This design comes from an exercise in tuning for small area and a short achievable clock period on the open sky130 flow, not from production work. Only simulation tests tie the RTL to the original design; equivalence was not proved. The flow treats the clock pin as an ideal source, which a real chip does not have. Power and IR drop assume default switching activity.

==> flow/design.v (outline; a module is shown in full before it is edited, if it fits) <==
// module mainDeco: 18 lines
// module eqCmp: 7 lines
// module pcInc: 6 lines
// module pcSelBit: 8 lines
// module pcNext: 38 lines
// module immExtend: 11 lines
// module holdBit: 9 lines
// module regWrDec: 15 lines
// module regSel: 13 lines
// module aoi22: 7 lines
// module aoi2: 7 lines
// module nand4c: 6 lines
// module regBit: 32 lines
// module regRead: 32 lines
// module cNand2: 3 lines
// module cNor2: 3 lines
// module cXor2: 3 lines
// module cXnor2: 3 lines
// module cInv: 3 lines
// module cAoi21: 3 lines
// module cOai21: 3 lines
// module addLow: 294 lines
// module addAlu: 351 lines
// module addSmall: 330 lines
// module addAddr: 363 lines
// module aluOpnd: 9 lines
// module resEarly: 13 lines
// module resLate: 8 lines
// module resLate0: 12 lines
// module alu: 84 lines
// module rvCore: 126 lines
module rvCore #(
    parameter logic [31:0] resetAddr = 32'h0000_0000
) (
    input  wire logic          clk,
    input  wire logic          arstN,
    output logic [31:0]        instrAddr,
    input  wire logic [31:0]   instr,
    output logic [31:0]        dataAddr,
    output logic [31:0]        writeData,
    output logic               memWrite,
    input  wire logic [31:0]   readData
);
  // ...
==> flow/flow/run.sh <==
#!/bin/bash
# Layout flow: the standard synthesis and layout (standard.sh), with
# these changes after synthesis:
#  - before global placement, combinational cells go back to their
#    smallest size (flow/downsize.tcl),
#  - before clock tree synthesis, gates on near-critical paths are sized
#    to their placed load (flow/size.tcl); repair then does the rest,
#  - repair may resize a cell to any footprint (MATCH_CELL_FOOTPRINT=0),
#  - ports are buffered with buf_2 cells, which repair then sizes,
#  - clock tree synthesis inserts no dummy loads and clusters up to 24
#    flip-flops within 120 um per leaf buffer.
# Each step's full output goes to a log file in this folder; ORFS's own
# per-stage logs stay under orfs/logs/.
set -euo pipefail

bash standard.sh synth > synth.log 2>&1

bash standard.sh \
    MATCH_CELL_FOOTPRINT=0 \
    "PRE_GLOBAL_PLACE_TCL=$PWD/flow/downsize.tcl" \
    "PRE_CTS_TCL=$PWD/flow/size.tcl" \
    "BUFFER_PORTS_ARGS=-buffer_cell sky130_fd_sc_hd__buf_2" \
    "CTS_ARGS=-sink_clustering_enable -repair_clock_nets -dont_use_dummy_load -sink_clustering_size 24 -sink_clustering_max_diameter 120" \
    finish > layout.log 2>&1
==> flow/flow/downsize.tcl <==
# Before global placement: put every combinational cell that synthesis gave
# more than the smallest drive strength back to its _1 size (same function,
# same pins). Repair then sizes up only what timing, slew and load need.
# Flip-flops, buffers and tie cells keep their size.
set block [ord::get_db_block]
set db [ord::get_db]
set n 0
foreach inst [$block getInsts] {
  set m [[$inst getMaster] getName]
  if {![regexp {^sky130_fd_sc_hd__([a-z0-9]+)_([0-9]+)$} $m -> base size]} {
    continue
  }
  if {$size <= 1} {
    continue
  }
  if {[regexp {^(df|edf|sdf|dl|sdl|buf|clkbuf|clkdly|dlygate|conb|tap|fill|decap|inv|clkinv)} $base]} {
    continue
  }
  set target [$db findMaster sky130_fd_sc_hd__${base}_1]
  if {$target == "NULL"} {
    continue
  }
  $inst swapMaster $target
  incr n
}
puts "downsize.tcl: $n cells set to their _1 size"
==> flow/flow/size.tcl <==
# Before clock tree synthesis, on the placed design: size the gates on
# near-critical paths (slack within 0.4 ns of the worst) to their load.
# A gate gets the next size up when its output slew is over 0.3 ns, and a
# size that keeps its output net (wire and pins, from the placement) under
# about 14 fF per unit of drive, where the library has one. Four passes,
# since a larger gate loads its drivers more and the worst path moves.
set per_unit 14e-15
set window 0.4
set max_slew 0.3
estimate_parasitics -placement
set scene [sta::cmd_scene]
proc has_cell {name} {
  return [expr {[llength [get_lib_cells -quiet $name]] > 0}]
}
for {set pass 0} {$pass < 4} {incr pass} {
  set worst [sta::time_sta_ui [sta::worst_slack_cmd max]]
  set limit [expr {$worst + $window}]
  set n 0
  foreach inst [get_cells *] {
    set ref [get_property $inst ref_name]
    if {![regexp {^sky130_fd_sc_hd__([a-z0-9]+)_([0-9]+)$} $ref -> base size]} {
      continue
    }
    if {[regexp {^(df|edf|sdf|dl|sdl|clkbuf|clkinv|clkdly|dlygate|conb|tap|fill|decap)} $base]} {
      continue
    }
    set outs [get_pins -of_objects $inst -filter "direction==output"]
    if {[llength $outs] != 1} {
      continue
    }
    set pin [lindex $outs 0]
    set slack [get_property $pin slack_max]
    if {$slack == "INF" || $slack > $limit} {
      continue
    }
    set net [get_nets -of_objects $pin]
    if {$net == ""} {
      continue
    }
    set cap [$net capacitance $scene max]
    set slew [get_property $pin slew_max]
    set want $size
    if {$slew > $max_slew} {
      foreach s {2 4 8} {
        if {$s > $size && [has_cell sky130_fd_sc_hd__${base}_$s]} {
          set want $s
          break
        }
      }
    }
    foreach s {2 4 8 12 16} {
      if {$s <= $want} {
        continue
      }
      if {$cap <= $per_unit * $want} {
        break
      }
      if {[has_cell sky130_fd_sc_hd__${base}_$s]} {
        set want $s
      }
    }
    if {$want != $size} {
      replace_cell $inst sky130_fd_sc_hd__${base}_$want
      incr n
    }
  }
  puts "size.tcl: pass $pass, worst slack [format %.3f $worst], $n gates sized up"
}
puts "size.tcl: worst slack now [format %.3f [sta::time_sta_ui [sta::worst_slack_cmd max]]]"
==> flow/standard.sh <==
#!/bin/bash
# synth_recipe.tcl (not shown) runs the flow's synth.tcl, then flattens the netlist and writes it again
# the make line also repeats each setting of config.mk as NAME=value (left out here)
make -C /OpenROAD-flow-scripts/flow DESIGN_CONFIG=/design/flow/config.mk WORK_HOME=/design/flow/orfs CLKGATE_MAP_FILE= SYNTH_SCRIPT=/design/flow/synth_recipe.tcl "${@:-finish}"
==> flow/config.mk <==
export PLATFORM = sky130hd
export DESIGN_NAME = rvCore
export DESIGN_NICKNAME = rvCore
export VERILOG_FILES = /design/flow/design.v
export SDC_FILE = /design/flow/constraint.sdc
export NUM_CORES = 4
export LEC_CHECK = 0
export CAP_MARGIN = 20
export CORE_MARGIN = 2
export CORE_UTILIZATION = 50
export PLACE_DENSITY = 0.75
export SETUP_SLACK_MARGIN = 3
export SLEW_MARGIN = 20
export SYNTH_HIERARCHICAL = 1
export SYNTH_MINIMUM_KEEP_SIZE = 0
export TNS_END_PERCENT = 10
==> flow/constraint.sdc <==
create_clock -name core_clock -period 10.0 [get_ports {clk}]
set_input_delay 2.0000 -clock core_clock [delete_from_list [all_inputs] [get_ports {clk}]]
set_output_delay 2.0000 -clock core_clock [all_outputs]
set_load 0.01 [all_outputs]
==> reports/metrics.cfg, run 1 <==
[grt]
antenna_found_initial=15
grt_max_degree=70
top_usage_layer=met2
grt_pass1_vias=47700
grtUsageMet3_pct=17.4

[setup_path]
endpoint=dataAddr[27]
timing.critical_path.arrival_ns=5.13
reg2reg_to=regs[288]
critPathKind=in2out
cp_slowest_cell=nor2_1
rrSetupSlack_ns=4.20

[final_layout]
antenna-diode-count=8
regArea_um2=21400
fin_area_um2=57600
seq_share_pct=37.2
num-nonclk-inverters=43
clkbuf_count=51
fin_nets=5565

[detailed_routing]
via_count=53400
totalWireLength_mm=244
wl_per_cell_um=34.9
ant_nets=0
met3WireLength_mm=43.2

[status]
status=complete, no violations

[power_and_ir_drop]
switching_share_pct=32.1
power_frac_comb_pct=19.2
ir_drop_v=0.000133
powerDensity_nw_per_um2=149

[floorplan]
ios=163
die_area_um2=114000
start_util_pct=50.3
dieWidth_um=337

[worst_hold_path]
hold_start=regs[249]
hold_depth=1

[clock_network]
tritoncts=yes
cts_setup_buffers=11

[placement]
placed_cells=6865

==> inputs of run 2 (changes only) <==
--- a/flow/flow/run.sh
+++ b/flow/flow/run.sh
@@ -8,6 +8,6 @@
 #  - repair may resize a cell to any footprint (MATCH_CELL_FOOTPRINT=0),
 #  - ports are buffered with buf_2 cells, which repair then sizes,
-#  - clock tree synthesis inserts no dummy loads and clusters up to 24
-#    flip-flops within 120 um per leaf buffer.
+#  - clock tree synthesis inserts no dummy loads and clusters up to 20
+#    flip-flops within 100 um per leaf buffer.
 # Each step's full output goes to a log file in this folder; ORFS's own
 # per-stage logs stay under orfs/logs/.
@@ -21,4 +21,4 @@
     "PRE_CTS_TCL=$PWD/flow/size.tcl" \
     "BUFFER_PORTS_ARGS=-buffer_cell sky130_fd_sc_hd__buf_2" \
-    "CTS_ARGS=-sink_clustering_enable -repair_clock_nets -dont_use_dummy_load -sink_clustering_size 24 -sink_clustering_max_diameter 120" \
+    "CTS_ARGS=-sink_clustering_enable -repair_clock_nets -dont_use_dummy_load -sink_clustering_size 20 -sink_clustering_max_diameter 100" \
     finish > layout.log 2>&1
==> run 2 against run 1 <==
Effect of this change:
- synthesized area stayed put
- hold slack about the same
- maximum frequency hardly changed
- utilization is 0.053 points higher
- cell area is 0.10% higher
- power is 2.1% higher
- setup slack improved by 0.0024 ns
- routed wire length is 0.70% lower
- first-iteration DRC count shrank 3.4%
- count of clock-buffer cells in the layout rose by 9
- clock power is 8% higher
- critical path type unchanged
- critical endpoint is now dataAddr[13]
- highest routed layer unchanged
==> reports/metrics.cfg, run 2 <==
[final_layout]
fin_area_um2=57700  ; +0.10%
syn_to_final_growth_pct=3.86
top_register=regs
multi_input_area_um2=30000
regArea_um2=21400  ; unchanged
largest_register_ffs=992
layout-drive-gt1-share_pct=13.5
layout_common_cells=a22o_1 (992), dfxtp_1 (992), a22oi_1 (953), nand2_1 (307), nand4_1 (264)
fill_cells=9971
fin_nets=5562  ; -0.054%
reg_top3=regs: 992 flops, pc: 32 flops, valid: 31 flops
final_cells=6991

[detailed_routing]
vias_per_cell=7.60
ant_nets=0  ; unchanged
drc=0
via_count=53100  ; -0.54%
dr.pass1.iters=13
wl_per_cell_um=34.6  ; -0.68%
drt-initial-drc-count=10100
totalWireLength_mm=242  ; -0.70%

[grt]
grt_pass1_wl_mm=342
grt_max_degree=70  ; unchanged
antenna_found_initial=18  ; +3
overflow=0
grt.total_usage_pct=40.5
grt_pass1_vias=47900  ; +0.49%

[clock_network]
clock_sinks=1055
clkTransAtPathRegs_ns=0.08
worst_skew_pair.late_latency_ns=0.75
cts_buffers=60
tritoncts=yes
hold_buffers=0

[power_and_ir_drop]
ir_drop_v=0.000145  ; +9.1%
total_power_mw=8.77
power.leakage_nw=21.9
powerDensity_nw_per_um2=152  ; +2.0%

[floorplan]
die_area_um2=114000  ; unchanged
start_util_pct=50.3  ; unchanged
ios=163  ; unchanged
row_count=122
dieWidth_um=337  ; unchanged
die_h_um=337
core_area_um2=110000

[setup_path]
cp_cell_sequence=buf_8, and3b_4, and3_4, a22oi_1, nand4_1, nor2_2, nand2_2, nor2_2, o21ai_1, a21oi_1, o21ai_2, a21oi_2, xnor2_4, buf_2
path_depth=14
r2r-start=valid[2]
cp_slowest_cell=and3b_4
cp_common_cell=nor2_2
crit_buf_inv=2
required_ns=8.00
timing.critical_path.arrival_ns=5.12  ; about the same
critPathCaptureType=output pin
rr_worst_depth=18
path_delay_family=simple AND/OR/NAND/NOR gates
max_stage_delay_ns=0.33
critPathKind=in2out
start_kind=primary input
path_max_fanout=17
reg2reg_to=regs[288]
rrSetupSlack_ns=4.24  ; +0.04 ns

[placement]
gp_congestion=1.06
dpl.hpwl_mm=156
port_buffers=162
placed_area_um2=53800
placed_cells=6865  ; unchanged

[status]
status=complete, no violations

[sta]
setup_viol=0
fin_crit_ns=7.12
max_freq_mhz=140
min_period_over_period_pct=71.2
tns_ns=0
slew-limit-headroom_pct=17.3
slew_violations=0
hold_slack_ns=0.504
fin_skew_ns=0.0683
rsz0062_at_grt=yes
tightest_slew_ns=1.24
hold_viol=0

[worst_hold_path]
hold_start=regs[180]
hold_class=reg2reg
hold_depth=1  ; unchanged
holdPathEnd=regs[180]

[logic_synthesis]
syn_avg_cell_area_um2=10.8
synth_nets=5227
yosys_warnings=9
synthCells=5160
syn_area_um2=55500

[run]
maxCapViolCount=0

[run 2: worst max path at each step]
stage,from,end,slack (ns)
2_1_floorplan,instr[19],dataAddr[17],3.26
3_3_place_gp,instr[17],dataAddr[29],1.36
3_5_place_dp,instr[17],dataAddr[29],1.30
4_1_cts,instr[15],dataAddr[24],2.99
5_1_grt,instr[16],dataAddr[13],2.89
6_report,instr[16],dataAddr[13],2.88
[run 2: per-layer routing]
layer / vias up / routed length (um) / track usage (%)
met5: - / 42 / 0
met4: 8 / 16700 / 20.7
met3: 1049 / 42100 / 16.6
met2: 5033 / 95200 / 56.4
met1: 25500 / 88000 / 53.3
li1: 21500 / - / -
[run 2: timing repair]
action / 4_1_cts / 5_1_grt
endpoints found under the setup margin: 28 / 89
buffers inserted: 15 / 26
gates resized for setup: 63 / 101
pin swaps: 11 / 43
cloned: 3 / 5
[run 2: stage by stage]
stage	setup WS, ns	util [%]
3_5_place_dp	1.30	48.7
4_1_cts	2.99	51.5
2_1_floorplan	3.26	-
3_3_place_gp	1.36	48.6
6_report	2.88	52.2
5_1_grt	2.89	52.2
[run 2: worst reg2reg max path, stage by stage (launching register included)]
cell      delay (ns)
dfrtp_1         0.57
and3_1          0.54
a22oi_1         0.31
nand4_1         0.36
nor2_1          0.47
nand2_1         0.43
xnor2_2         0.29
a21oi_2         0.36
xnor2_2         0.19
nor2_1          0.17
nand2_1         0.11
nor2_1          0.19
nand2_1         0.07
o21ai_1         0.29
xnor2_1         0.26
mux2i_4         0.18
o211ai_1        0.20
buf_4           0.46
a22o_1          0.25
[run 2: final cells by class]
type / instances / area share (%)
inverter: 43 / 0.280
sequential: 1055 / 37.2
antenna: 10 / 0.0434
clock buffer: 60 / 2.60
tap: 1488 / 3.23
timing repair buffer: 349 / 4.55
multi-input combinational: 3986 / 52.1
[run 2: where the power goes]
part | switching, mW | internal (mW) | leakage [nW]
registers | 0.251 | 4.36 | 8.83
logic | 1.09 | 0.552 | 12.3
clock network | 1.45 | 1.06 | 0.739

## re-timing with driven ports
How much do the figures lean on ideal ports? The routed layouts below were timed once more, with nothing changed but the port constraints. Step 1, drivers: a clkbuf_16 drives clk and a buf_2 each remaining input, both assumed. Step 2 moves the port delays by t, midway between the first and last clock arrival at a register: inputs arrive t later, outputs are due t later. That takes back most of the time a late clock gives input paths. Three values: ideal ports, drivers, drivers and shift; two values: the first two.
run	shift t [ns]	slack for setup (ns)	worst hold slack (ns)	worst data-port slew with drivers (ns)
run 1	0.774	2.874 / 2.717 / 2.214	0.504 / 0.504 / 0.504	0.18
run 2	0.795	2.877 / 2.724 / 2.221	0.504 / 0.504 / 0.504	0.17
After both steps setup and hold are still met in every run listed. For run 1, which loses most, drivers alone change the setup slack by -0.157 ns; drivers and shift together by -0.660 ns.
